From an optimization exercise on the open Yosys and OpenROAD flow, aimed at small area; shortcuts taken in it are not production practice.
Function was checked by simulation only, so behaviour that the tests miss may differ from the original.

Setup of build 10:
==> module frameTransmitter, before the edit <==
module frameTransmitter
(
  input  logic                    clk,
  input  logic                    axi_resetn,
  input  logic [108-1:0]  respHead,
  input  logic                    respEmpty,
  output logic                    respPop,
  input  logic                    txReady,
  output logic [7:0]              txByte,
  output logic                    txByteStrobe
);
  typedef enum logic {TX_IDLE, TX_SEND} txStateE;
  txStateE                txState;
  logic [3:0]             txKindN;
  logic [108-5:0] txBytesN;
  logic                   txShift;
  logic [15:0]            txCrc;
  logic [3:0]             byteIdx;
  logic                   lastStrobe;
  logic [7:0]             msgByte;
  logic [3:0]             kind;
  logic [7:0]             respByte;
  logic [95:0]            fixedFields;
  logic                   useFixed;
  logic [7:0]             fixedByte;
  assign respPop = (txState == TX_IDLE) && !respEmpty;
  assign txByteStrobe = (txState == TX_SEND) && txReady && !lastStrobe;
  assign kind = ~txKindN;
  always_comb
  begin
    case (kind)
      4'd0:    respByte = {2'b00, uartAxiBridgePkg::RSP_NOP};
      4'd1:    respByte = {2'b00, uartAxiBridgePkg::RSP_BUSY_READ};
      4'd2:    respByte = {2'b00, uartAxiBridgePkg::RSP_BUSY_WRITE};
      4'd3:    respByte = {2'b00, uartAxiBridgePkg::RSP_INVALID};
      4'd4, 4'd5, 4'd6, 4'd7:
               respByte = {kind[1:0], uartAxiBridgePkg::RSP_READ};
      default: respByte = {kind[1:0], uartAxiBridgePkg::RSP_WRITE};
    endcase
  end
  assign fixedFields = (kind == 4'd3) ? {64'h10BA_D0BA_D00D_AD00, 32'hFFFF_FFFF} :
                                         {64'hDEAD_CAFE_1234_5678, 32'h0000_0001};
  assign useFixed    = (kind == 4'd0) || (kind == 4'd3);
  always_comb
  begin
    fixedByte = 8'h00;
    for (int i = 2; i < 14; i++)
      if (byteIdx == 4'(i))
        fixedByte = fixedFields[8*14-17-8*(i-2) -: 8];
    if (byteIdx == 4'd0)
      msgByte = respByte;
    else if (useFixed && (byteIdx >= 4'd2))
      msgByte = fixedByte;
    else if ((kind == 4'd1) && (byteIdx >= 4'd10))
      msgByte = 8'h00;
    else
      msgByte = ~txBytesN[108-5 -: 8];
  end
  always_comb
  begin
    if (byteIdx < 4'(14))
      txByte = msgByte;
    else if (byteIdx == 4'(14))
      txByte = txCrc[7:0];
    else
      txByte = txCrc[15:8];
  end
  always_ff @(posedge clk)
  begin
    if (!axi_resetn)
    begin
      txState    <= TX_IDLE;
      byteIdx    <= '0;
      lastStrobe <= 1'b0;
    end
    else
    begin
      lastStrobe <= txByteStrobe;
      if (respPop)
      begin
        txState <= TX_SEND;
        byteIdx <= '0;
      end
      else if (txByteStrobe)
      begin
        byteIdx <= byteIdx + 4'd1;
        if (byteIdx == 4'(16 - 1))
          txState <= TX_IDLE;
      end
    end
  end
  assign txShift = txByteStrobe && (byteIdx != 4'd0) && (byteIdx < 4'(14));
  always_ff @(posedge clk)
  begin
    txKindN  <= respHead[108-1 -: 4] | ({4{!respPop}} & txKindN);
    txBytesN <= respHead[108-5:0] |
                ({(108-4){txShift}} & {txBytesN[108-13:0], 8'hFF}) |
                ({(108-4){!respPop && !txShift}} & txBytesN);
  end
  always_ff @(posedge clk)
  begin
    if (respPop)
      txCrc   <= 16'hFFFF;
    else if (txByteStrobe && (byteIdx < 4'(14)))
      txCrc <= uartAxiBridgePkg::crc16Update(txCrc, msgByte);
  end
endmodule
clock: 5.5 ns
lec_check: 0
abc_area: 1
cap_margin: 20
core_margin: 2
core_utilization: 40
slew_margin: 20
standard.sh (not shown) runs the stock make flow with config.mk's settings and CLKGATE_MAP_FILE= SYNTH_SCRIPT=/design/flow/synth_recipe.tcl, a recipe that flattens the netlist after the stock synthesis.
==> flow/flow/run.sh <==
#!/bin/bash
# Own layout flow: the standard ORFS flow (standard.sh) with three changes to how the layout
# is made:
#  - ABC maps the logic with &nf and area recovery, three rounds (flow/abc_area.script), instead
#    of ORFS's area script,
#    which maps with map -B 0.9 and then buffers and upsizes; flip-flop mapping is unchanged;
#  - a lighter clock tree: no dummy loads, larger sink clusters;
#  - the smallest buffer (buf_1) on the ports.
# Every step's full log stays in orfs/logs/; make's own output goes to make.log in this folder.
set -euo pipefail
here=$(pwd)
rm -rf "$here/scripts_own"
cp -r "$FLOW_HOME/scripts" "$here/scripts_own"
cp "$here/flow/abc_area.script" "$here/scripts_own/abc_area.script"
bash standard.sh finish \
  "SCRIPTS_DIR=$here/scripts_own" \
  "CTS_ARGS=-sink_clustering_enable -repair_clock_nets -dont_use_dummy_load -buf_list sky130_fd_sc_hd__clkbuf_16 -sink_clustering_size 30 -sink_clustering_max_diameter 100" \
  "BUFFER_PORTS_ARGS=-buffer_cell sky130_fd_sc_hd__buf_1" > make.log 2>&1
==> flow/flow/abc_area.script <==
strash
&get -n
&dch -f
&nf -R 1000
&put
strash
&get -n
&dch -f
&nf -R 1000
&put
strash
&get -n
&dch -f
&nf -R 1000
&put
topo
### build 10 -> trial 70
-- flow/design.v --
<<< build 10, line 313
  typedef enum logic {TX_IDLE, TX_SEND} txStateE;
  txStateE                txState;
  logic [3:0]             txKindN;
  logic [108-5:0] txBytesN;
  logic                   txShift;
  logic [15:0]            txCrc;
  logic [3:0]             byteIdx;
>>> trial 70, line 313
  typedef enum logic {TX_IDLE, TX_SEND} txStateE;
  txStateE                txState;
  logic [108-1:0] txEntryN;   
  logic [108-1:0] txEntry;
  logic [15:0]            txCrc;
  logic [3:0]             byteIdx;
<<< build 10, line 324
  logic [95:0]            fixedFields;
  logic                   useFixed;
  logic [7:0]             fixedByte;
  assign respPop = (txState == TX_IDLE) && !respEmpty;
  assign txByteStrobe = (txState == TX_SEND) && txReady && !lastStrobe;
  assign kind = ~txKindN;
  always_comb
  begin
>>> trial 70, line 323
  logic [95:0]            fixedFields;
  logic                   useFixed;
  logic [7:0]             rawByte;
  logic [7:0]             fixedByte;
  logic [8*14-1:0] msg;
  assign respPop = (txState == TX_IDLE) && !respEmpty;
  assign txByteStrobe = (txState == TX_SEND) && txReady && !lastStrobe;
  assign txEntry = ~txEntryN;
  assign kind = txEntry[107:104];
  always_comb
  begin
<<< build 10, line 343
                                         {64'hDEAD_CAFE_1234_5678, 32'h0000_0001};
  assign useFixed    = (kind == 4'd0) || (kind == 4'd3);
  always_comb
  begin
    fixedByte = 8'h00;
    for (int i = 2; i < 14; i++)
      if (byteIdx == 4'(i))
        fixedByte = fixedFields[8*14-17-8*(i-2) -: 8];
    if (byteIdx == 4'd0)
      msgByte = respByte;
    else if (useFixed && (byteIdx >= 4'd2))
      msgByte = fixedByte;
    else if ((kind == 4'd1) && (byteIdx >= 4'd10))
      msgByte = 8'h00;
    else
      msgByte = ~txBytesN[108-5 -: 8];
  end
  always_comb
>>> trial 70, line 345
                                         {64'hDEAD_CAFE_1234_5678, 32'h0000_0001};
  assign useFixed    = (kind == 4'd0) || (kind == 4'd3);
  assign msg         = {respByte, txEntry[103:0]};
  always_comb
  begin
    rawByte   = 8'h00;
    fixedByte = 8'h00;
    for (int i = 0; i < 14; i++)
      if (byteIdx == 4'(i))
        rawByte = msg[8*14-1-8*i -: 8];
    for (int i = 2; i < 14; i++)
      if (byteIdx == 4'(i))
        fixedByte = fixedFields[8*14-17-8*(i-2) -: 8];
    if (useFixed && (byteIdx >= 4'd2))
      msgByte = fixedByte;
    else if ((kind == 4'd1) && (byteIdx >= 4'd10))
      msgByte = 8'h00;
    else
      msgByte = rawByte;
  end
  always_comb
<<< build 10, line 391
    end
  end
  assign txShift = txByteStrobe && (byteIdx != 4'd0) && (byteIdx < 4'(14));
  always_ff @(posedge clk)
  begin
    txKindN  <= respHead[108-1 -: 4] | ({4{!respPop}} & txKindN);
    txBytesN <= respHead[108-5:0] |
                ({(108-4){txShift}} & {txBytesN[108-13:0], 8'hFF}) |
                ({(108-4){!respPop && !txShift}} & txBytesN);
  end
  always_ff @(posedge clk)
  begin
>>> trial 70, line 396
    end
  end
  always_ff @(posedge clk)
    txEntryN <= respHead | ({108{!respPop}} & txEntryN);
  always_ff @(posedge clk)
  begin
## What came out
Trial 70 against build 10: number of gates resized after cts went up by 1; total stage count of the critical path up 8; worst path setup slack after routing lost 260 ps. Delta (trial 70 minus build 10): minimum period implied by the final worst setup slack higher, register-to-register slack lost 180 ps, simple-gate share of the synthesized area closely matched the old numbers, via count moved up, global placement routability congestion saw an increase. The endpoint of the worst setup timing path comes out txByte[0] in one run and txByte[6] in the other, namely in trial 70 and build 10 respectively. Compared with build 10, in trial 70 maximum count of clock buffers along a single path saw little to no change, net total in the final layout saw an increase, share of layout cells above drive strength 1 saw a decrease. The instance count of the mapped netlist number comes out lower for build 10 vs trial 70. Sort build 10 and trial 70 by via count of the first global-routing pass, ascending, and trial 70 comes first. Relative to build 10, the final cell area reported for trial 70 is higher.

[what the ideal ports hide]
How much do the figures lean on ideal ports? The routed layouts below were timed once more, with nothing changed but the port constraints. Step 1 (the two cells are an assumption about what drives the block):
set clk [get_ports {clk}]
set_driving_cell -lib_cell sky130_fd_sc_hd__clkbuf_16 $clk
set_driving_cell -lib_cell sky130_fd_sc_hd__buf_2 [delete_from_list [all_inputs] $clk]
Step 2 also shifts input and output timing later by t, the mid clock arrival at the registers, as if the neighbouring blocks saw the same clock. a / b / c = no drivers / after step 1 / after step 2; a / b = the first two.
run	t (ns)	setup slack, ns	hold slack, ns
build 10	0.637	0.611 / 0.547 / 1.107	0.419 / 0.419 / 0.419
trial 70	0.655	0.349 / 0.278 / 0.930	0.418 / 0.418 / 0.418
After both steps setup and hold are still met in every run listed.
